Background: an optimization exercise with open tools, aiming at small area, a short achievable clock period and few clock cycles. Do not read the settings as production practice.
Only simulation tests tie the RTL to the original design; equivalence was not proved.
Power is estimated from default activity; no workload was simulated.

## main
## rv_core_ahb
module rv_core_ahb (
  input  logic       HCLK,
  input  logic       reset_i,
  output rv_core_pkg::word_t      ins_haddr_o,
  output logic [1:0] ins_htrans_o,
  input  rv_core_pkg::word_t      ins_hrdata_i,
  input  logic       ins_hready_i,
  input  logic       ins_hresp_i,
  output rv_core_pkg::word_t      dat_haddr_o,
  output logic [1:0] dat_htrans_o,
  output logic       dat_hwrite_o,
  output rv_core_pkg::word_t      dat_hwdata_o,
  input  rv_core_pkg::word_t      dat_hrdata_i,
  input  logic       dat_hready_i,
  input  logic       dat_hresp_i,
  output logic       halted_o
);
For scale: roughly 5,400 cells after synthesis, roughly 67,000 um^2 of cells after synthesis.
clock: 8.0 ns
lec_check: 0
cap_margin: 20
cell_pad_in_sites_detail_placement: 1
cell_pad_in_sites_global_placement: 1
core_margin: 2
core_utilization: 35
cts_buf_list: sky130_fd_sc_hd__clkbuf_8
place_density: 0.45
setup_slack_margin: 4.0
slew_margin: 20
synth_hierarchical: 1
run.sh (not shown) runs the stock make flow with config.mk's settings and CLKGATE_MAP_FILE= SYNTH_SCRIPT=/design/flow/synth_recipe.tcl, a recipe that flattens the netlist after the stock synthesis.
Testbench counts of main, summed over its fixed seeds: cycles 21,622.
diff inputs: main => the feature branch
--- a/flow/design.v
+++ b/flow/design.v
@@ -51,16 +51,19 @@
   input  logic       dat_hready_i,
   input  logic       dat_hresp_i,
   output logic       halted_o
 );
   logic        halt_q;
   logic [31:0] f_pc;
   logic        i_pend;
   logic        i_drop;
+  logic        buf_v;
+  logic        buf_ferr;
+  logic [31:0] buf_ins;
   logic [31:0] d_pc;
   logic        x_v, x_we, x_load, x_store, x_mem, x_br, x_ne, x_jal, x_halt;
   logic        x_sadd, x_sslt, x_sxor, x_sor, x_sand, x_cin;
   logic        x_la, x_lb, x_fa, x_fb;
   logic [4:0]  x_rd;
   logic [31:0] x_a, x_b, x_tgt;
   logic        m_v, m_we, m_load, m_store, m_mem, m_ls;
   logic [4:0]  m_rd;
@@ -83,65 +86,77 @@
   assign res = ({32{x_sadd}}  & sum) |
                ({32{x_sxor}}  & (ea ^ eb)) |
                ({32{x_sor}}   & (ea | eb)) |
                ({32{x_sand}}  & (ea & eb)) |
                ({32{x_store}} & eb) |
                {31'b0, x_sslt & slt};
   rv_eq32 br_eq (.a_i (ea), .b_i (eb), .eq_o (eq));
   assign taken = x_v && (x_jal || (x_br && (eq != x_ne)));
-  logic x_bj, nt_spec, bj_wait;
+  logic x_bj, nt_spec;
+  assign x_bj = x_v && (x_jal || x_br);
   logic w_done, mem_ok, m_adv, x_adv, halt_now, redirect;
   assign w_done   = !w_mem || dat_hready_i;
   assign mem_ok   = !w_mem || (dat_hready_i && !dat_hresp_i);
   assign m_adv    = m_v && !halt_q && (m_mem ? mem_ok : w_done);
   assign x_adv    = x_v && !halt_q && !x_halt && w_done && (!m_v || m_adv);
-  assign halt_now = x_v && x_halt && !halt_q && !(m_v && m_mem) && !w_mem;
+  assign halt_now = x_v && x_halt && !halt_q && w_done && !(m_v && m_mem);
   assign redirect = taken && x_adv;
   assign nt_spec  = x_bj && x_adv && !taken;
-  assign bj_wait  = x_bj && !x_adv;
   assign dat_htrans_o = (m_v && m_mem && !halt_q && mem_ok) ? 2'b10 : 2'b00;
   assign dat_haddr_o  = m_addr;
   assign dat_hwrite_o = m_store;
   assign dat_hwdata_o = w_res;
   assign halted_o     = halt_q || halt_now;
-  logic i_req, acc, arr, d_v, d_adv, drop_d;
+  logic i_req, acc, arr, d_v, d_adv, overflow;
   logic [31:0] d_ins;
   logic        d_ferr;
-  assign i_req = !reset_i && !halt_q && !halt_now && (!i_pend || ins_hready_i);
+  assign i_req = !reset_i && !halt_q && !halt_now && (!i_pend || ins_hready_i) &&
+                 !(x_bj && !x_adv);
   assign acc   = i_req && ins_hready_i;
   assign ins_htrans_o = i_req ? 2'b10 : 2'b00;
   assign ins_haddr_o  = x_bj ? x_tgt : f_pc;
   assign arr    = i_pend && ins_hready_i && !i_drop;
-  assign d_v    = arr;
-  assign d_ins  = ins_hrdata_i;
-  assign d_ferr = ins_hresp_i;
-  assign drop_d = arr && !d_adv && !redirect;
+  assign d_v    = buf_v || arr;
+  assign d_ins  = buf_v ? buf_ins : ins_hrdata_i;
+  assign d_ferr = buf_v ? buf_ferr : ins_hresp_i;
+  assign overflow = arr && buf_v && !d_adv && !redirect;
   always_ff @(posedge HCLK) begin
     if (reset_i) begin
       f_pc   <= 32'h0000_0200;
       d_pc   <= 32'h0000_0200;
       i_pend <= 1'b0;
       i_drop <= 1'b0;
+      buf_v  <= 1'b0;
     end else begin
       i_pend <= acc || (i_pend && !ins_hready_i);
-      i_drop <= (i_pend && !ins_hready_i) ? (i_drop || redirect) :
-                (acc && (drop_d || nt_spec || bj_wait));
+      i_drop <= (i_pend && !ins_hready_i) ? (i_drop || redirect) : (acc && (overflow || nt_spec));
       if (redirect) begin
         f_pc <= acc ? x_tgt + 32'd4 : x_tgt;
-      end else if (drop_d) begin
-        f_pc <= d_pc;
-      end else if (acc && !x_bj) begin
+      end else if (overflow) begin
+        f_pc <= d_pc + 32'd4;
+      end else if (acc && !nt_spec) begin
         f_pc <= f_pc + 32'd4;
       end
       if (redirect) begin
         d_pc <= x_tgt;
       end else if (d_adv) begin
         d_pc <= d_pc + 32'd4;
       end
+      if (redirect) begin
+        buf_v <= 1'b0;
+      end else if (!(buf_v && !d_adv)) begin
+        buf_v <= arr && (buf_v || !d_adv);
+      end
+    end
+  end
+  always_ff @(posedge HCLK) begin
+    if (!(buf_v && !d_adv)) begin
+      buf_ins  <= ins_hrdata_i;
+      buf_ferr <= ins_hresp_i;
     end
   end
   logic [6:0] opc;
   logic [2:0] f3;
   logic [4:0] rs1, rs2, rd;
   logic o_op, o_opi, o_lui, o_ld, o_st, o_br, o_jal;
   logic f_add, f_xor, f_or, f_and, f_slt;
   logic v_op, v_opi, v_ld, v_st, v_br, legal, d_halt, d_we, d_sub, alu;
@@ -212,24 +227,21 @@
   assign op_b = (o_op || o_st || o_br) ? (d_sub ? ~v2 : v2) :
                 o_jal ? 32'd4 :
                 o_lui ? imm_u : imm_i;
   assign d_btgt = d_pc + (o_jal ? imm_j : imm_b);
   assign d_tgt  = o_ld ? imm_i : o_st ? imm_s : d_btgt;
   assign d_adv = d_v && !redirect && !halt_q && !lu && w_done && (x_v ? x_adv : (!m_v || m_adv));
   always_ff @(posedge HCLK) begin
     if (reset_i) begin
-      x_v  <= 1'b0;
-      x_bj <= 1'b0;
+      x_v <= 1'b0;
     end else if (d_adv) begin
-      x_v  <= 1'b1;
-      x_bj <= !d_ferr && (o_jal || v_br);
+      x_v <= 1'b1;
     end else if (x_adv) begin
-      x_v  <= 1'b0;
-      x_bj <= 1'b0;
+      x_v <= 1'b0;
     end
   end
   always_ff @(posedge HCLK) begin
     if (d_adv) begin
       x_halt  <= d_halt;
       x_we    <= d_we;
       x_load  <= !d_ferr && v_ld;
       x_store <= !d_ferr && v_st;
Results
The feature branch ends up with higher mapped cell area than main does. From main to the feature branch the numbers moved as follows: post-route clock period utilization moved up; non-clock buffer count moved up; sequential cell count moved up; number of gates given a new drive strength after cts moved up; leakage power figure moved up. main -> the feature branch: hold slack flat. Core utilization sits higher in the feature branch than in main. Clock power was higher in the run labelled the feature branch. Number of clock sinks went up by a few percent going from main to the feature branch. Between main and the feature branch, the flow reports total inserted antenna cells decreasing by more than 10%. Fraction of power consumed by the clock network | the feature branch above main. | effective utilization at floorplan | main vs the feature branch | ≈ equal |. Wire length on the feature branch is behind main.
Testbench counts of the feature branch, summed over its fixed seeds: cycles 21,009.

-- separate check: timing with driven ports --
The results above use ideal ports. As a check the final layouts listed here were re-extracted and re-timed, cells and wires unchanged. Step 1 assumes that a clkbuf_16 drives the clock port and a buf_2 every other input. Step 2 also shifts input and output timing later by t, the mid clock arrival at the registers, as if the neighbouring blocks saw the same clock. a / b / c = ideal ports / drivers / drivers and shift; a / b = the first two.
run | shift t [ns] | setup slack, ns | hold slack, ns | worst data-port slew with drivers (ns)
main | 1.128 | 3.813 / 3.842 / 2.731 | 0.422 / 0.422 / 0.422 | 0.21
the feature branch | 1.127 | 3.621 / 3.621 / 2.515 | 0.422 / 0.422 / 0.422 | 0.16
After both steps every run listed still meets setup and hold. The setup slack of the feature branch, which loses most, moves by 0.000 ns with the drivers and by -1.106 ns with both steps.
